From an optimization exercise on the open Yosys and OpenROAD flow, aimed at small area, a short achievable clock period and few clock cycles; shortcuts taken in it are not production practice. The RTL was checked by simulation tests, not by an equivalence proof against the original design. Power is estimated from default activity; no workload was simulated.

job 101:
## grammar_token_scanner
module grammar_token_scanner #(
    parameter int unsigned SOURCE_DEPTH = 65536
) (
    input  logic        aclk,
    input  logic        aresetn,
    input  logic        cfg_we,
    input  logic [15:0] cfg_wdata,
    input  logic        s_valid,
    output logic        s_ready,
    input  logic [7:0]  s_ch,
    input  logic        s_end_of_source,
    output logic        m_valid,
    input  logic        m_ready,
    output logic [3:0]  m_kind,
    output logic [15:0] m_line,
    output logic [15:0] m_start_res,
    output logic [15:0] m_length,
    output logic [1:0]  m_error_code,
    output logic        m_last_result
);
Size: ~770 cells after synthesis, about 0.0060 sq mm of cells after synthesis.
Settings: LEC_CHECK=0, ABC_AREA=1, CAP_MARGIN=20, CORE_MARGIN=2, CORE_UTILIZATION=40, CTS_BUF_LIST=sky130_fd_sc_hd__clkbuf_4 sky130_fd_sc_hd__clkbuf_8, SETUP_SLACK_MARGIN=3.2, SLEW_MARGIN=20; clock period 5.5 ns.
standard.sh (not shown) runs the stock make flow with config.mk's settings and CLKGATE_MAP_FILE= SYNTH_SCRIPT=/design/flow/synth_recipe.tcl, a recipe that flattens the netlist after the stock synthesis.
==> flow/flow/run.sh <==
#!/bin/bash
# The standard layout, with the port buffers made from sky130_fd_sc_hd__buf_1
# instead of the delay cell buffer_ports picks by default. ORFS writes each
# step's log under orfs/logs; make's own output goes to standard.log.
bash standard.sh BUFFER_PORTS_ARGS="-buffer_cell sky130_fd_sc_hd__buf_1" finish > standard.log 2>&1
Testbench counts of job 101, summed over its fixed seeds: cycles 24,819.
--- input diff job 101..job 102 ---
--- a/flow/config.mk
+++ b/flow/config.mk
@@ -7,3 +7,3 @@
 export LEC_CHECK = 0
-export ABC_AREA = 1
+export ABC_CLOCK_PERIOD_IN_PS = 1500
 export CAP_MARGIN = 20
@@ -12,3 +12,3 @@
 export CTS_BUF_LIST = sky130_fd_sc_hd__clkbuf_4 sky130_fd_sc_hd__clkbuf_8
-export SETUP_SLACK_MARGIN = 3.2
+export SETUP_SLACK_MARGIN = 3.0
 export SLEW_MARGIN = 20
==> comparison <==
Max-capacitance violation count came out exactly the same in job 101 and job 102. Post-synthesis net count ended up about 16% lower on job 102 than on job 101. Re met2 capacity usage during global routing: job 101 was lower than job 102. From job 101 to job 102 the numbers moved as follows: global-route total usage across every layer +0.81 points; internal power summed over all cells down 41 uW. Looking at critical path class, the input port to flip-flop result is from job 102; the input port to output pin one comes from job 101. | via count | job 102 vs job 101 | 286 lower |. Across both runs, switching part of the total was lower for job 102 than for job 101. Compare job 101 and job 102 | routed wire length lower: job 102.
Modified inputs, job 103 compared to job 102
==> flow/flow/run.sh <==
#!/bin/bash
# The standard layout, with the port buffers made from sky130_fd_sc_hd__buf_1
# instead of the delay cell buffer_ports picks by default, and power recovery
# (downsizing of gates off the critical paths) after global routing. ORFS
# writes each step's log under orfs/logs; make's own output goes to standard.log.
bash standard.sh BUFFER_PORTS_ARGS="-buffer_cell sky130_fd_sc_hd__buf_1" RECOVER_POWER=50 finish > standard.log 2>&1
--- a/flow/config.mk
+++ b/flow/config.mk
@@ -7,3 +7,3 @@
 export LEC_CHECK = 0
-export ABC_CLOCK_PERIOD_IN_PS = 1500
+export ABC_AREA = 1
 export CAP_MARGIN = 20
--- outcome ---
From job 102 to job 103 the numbers moved as follows: count of inverters not on the clock network in the layout grew by 97, number of instances in the synthesized netlist grew by 127, power shrank by about 2.8%, area growth from synthesis to layout shrank by 8.7 points, worst-case setup margin in the final layout shrank by 0.41 ns.
Edits applied to the flow inputs when going from job 103 to job 104:
==> flow/flow/run.sh <==
#!/bin/bash
# The standard layout, with the port buffers made from sky130_fd_sc_hd__buf_1
# instead of the delay cell buffer_ports picks by default. ORFS writes each
# step's log under orfs/logs; make's own output goes to standard.log.
bash standard.sh BUFFER_PORTS_ARGS="-buffer_cell sky130_fd_sc_hd__buf_1" finish > standard.log 2>&1
Notes after the runs:
- Sequential cell power delta (job 103 -> job 104): insignificant
- Compared with job 103, in job 104 core utilization increased by 0.67 points relative to the old numbers, area taken by multi-input logic gates increased by about 2.8% relative to the old numbers.
## Diff of input files: job 105 against job 104
==> flow/flow/run.sh <==
#!/bin/bash
# The standard layout, with the port buffers made from sky130_fd_sc_hd__buf_1
# instead of the delay cell buffer_ports picks by default, and power recovery
# (downsizing of gates off the critical paths) after global routing. ORFS
# writes each step's log under orfs/logs; make's own output goes to standard.log.
bash standard.sh BUFFER_PORTS_ARGS="-buffer_cell sky130_fd_sc_hd__buf_1" RECOVER_POWER=100 finish > standard.log 2>&1
==> summary.txt <==
For job 105 and job 104, there was not a single run that failed to finish clean.
When job 105 is set beside job 104, its worst setup slack turns out to be 0.76 ns smaller.
Cell with the biggest individual delay on the critical path: sky130_fd_sc_hd__buf_6 -> job 104, sky130_fd_sc_hd__clkbuf_1 -> job 105
Summary of job 105 over job 104: count of antenna-violating nets left after detailed routing held steady; total power consumption of the routed design lower.

---

Setup of run A:
grammar_token_scanner, a different RTL version from the one above (not shown whole).
Size in the first run: roughly 110 flip-flops, ~87 I/O pins, ~6200 um2 of cells after synthesis.
clock: 5.5 ns
lec_check: 0
abc_area: 1
cap_margin: 20
core_margin: 2
core_utilization: 65
cts_buf_list: sky130_fd_sc_hd__clkbuf_4 sky130_fd_sc_hd__clkbuf_8
setup_slack_margin: 2.8
slew_margin: 20
==> flow/flow/run.sh <==
#!/bin/bash
# The standard layout, with the port buffers made from sky130_fd_sc_hd__buf_1
# instead of the delay cell buffer_ports picks by default. ORFS writes each
# step's log under orfs/logs; make's own output goes to standard.log.
bash standard.sh BUFFER_PORTS_ARGS="-buffer_cell sky130_fd_sc_hd__buf_1" finish > standard.log 2>&1
The flow did not stop early for run A: all stages ran, and the layout cleared the timing, DRC and antenna checks.
Testbench counts of run A, summed over its fixed seeds: cycles 24,819.
Setup changes, run A to run B
- a change of CORE_UTILIZATION from 65 to 40
- a deleted ABC_AREA that had been 1
- an added ABC_CLOCK_PERIOD_IN_PS of 1000
- a change of SETUP_SLACK_MARGIN from 2.8 to 3.0
- Diff run A -> run B | layout filler cell count | increase of about 100%
- Run B ended up with sky130_fd_sc_hd__buf_1 as its most frequent standard cell in the layout excluding fill and tap cells; run A ended up with sky130_fd_sc_hd__nand2_1.
- Compared with run A, run B shows a lower proportion of total power due to net switching.
- Diff run B and run A: sum of routed wire segments on met1 lower in run A
- For leakage power figure, dividing the value from run A by the value from run B gives 1.14.
- Run B: done, clean on timing, DRC and antenna
- In run B, the hold slack came out 0.019 ns above the value in run A.
- Run A has a higher total power consumption of the routed design than run B.
- Min sequential share of cell area across run B and run A: run B
- Re number of buffers inserted by post-CTS setup repair: run B is 11 up on run A.
- Summary: with run A as the reference, sequential power in run B moved down by a few percent.
- Looking at compound-gate portion of the synthesized area, run B sits 7.0 points above run A.
- [run B] non-clock buffer count rose 18 relative to run A
The inputs of run C differ from those of run B as listed below.
- swapping 3.0 for 3.2 in SETUP_SLACK_MARGIN
- swapping 40 for 65 in CORE_UTILIZATION
==> summary.txt <==
Total detailed-routing wirelength: run C worse than run B. The higher initial cell density of the core of run C and run B is in run C. Changes observed in run C relative to run B: clock share of power fell 2.1 points; combinational power rose about 35%. In the metrics for run C and run B, the one carrying the higher overall power of the completed layout is run C. Comparing run C with run B, the clock skew came out essentially unchanged. Run C gives more worst max-slew margin expressed relative to the limit than run B did. Sort run C and run B by aggregate global-route resource usage, ascending, and run B comes first. Count of TritonRoute iterations in the first routing pass: run C > run B.

## port drivers added, routing unchanged
In the flow no input, the clock included, has a driving cell. The finished layouts below were timed again as built, in two steps. Step 1 assumes that a clkbuf_16 drives the clock port and a buf_2 every other input. Step 2 times the ports against the registers' clock, not the clock port: input delays grow and output delays shrink by t, the midpoint of the rising clock arrivals with the driver on. Three values: ideal ports, drivers, drivers and shift; two values: the first two.
run | t, ns | slack for setup (ns) | hold WS [ns] | pins driven straight from the clock port
job 101 | 0.410 | 2.974 / 2.928 / 2.676 | 0.481 / 0.481 / 0.481 | 1
job 102 | 0.404 | 2.579 / 2.595 / 2.191 | 0.495 / 0.495 / 0.495 | 1
job 103 | 0.418 | 2.164 / 2.171 / 1.752 | 0.486 / 0.486 / 0.486 | 1
job 104 | 0.418 | 2.971 / 2.928 / 2.664 | 0.486 / 0.486 / 0.486 | 1
job 105 | 0.418 | 2.215 / 2.222 / 1.804 | 0.485 / 0.485 / 0.485 | 1
run A | 0.405 | 2.855 / 2.802 / 2.443 | 0.499 / 0.499 / 0.499 | 1
run B | 0.421 | 2.982 / 2.934 / 2.580 | 0.519 / 0.519 / 0.519 | 1
run C | 0.402 | 2.891 / 2.873 / 2.472 | 0.527 / 0.527 / 0.527 | 1
After both steps every run listed still meets setup and hold. The setup slack of run C, which loses most, moves by -0.018 ns with the drivers and by -0.419 ns with both steps.
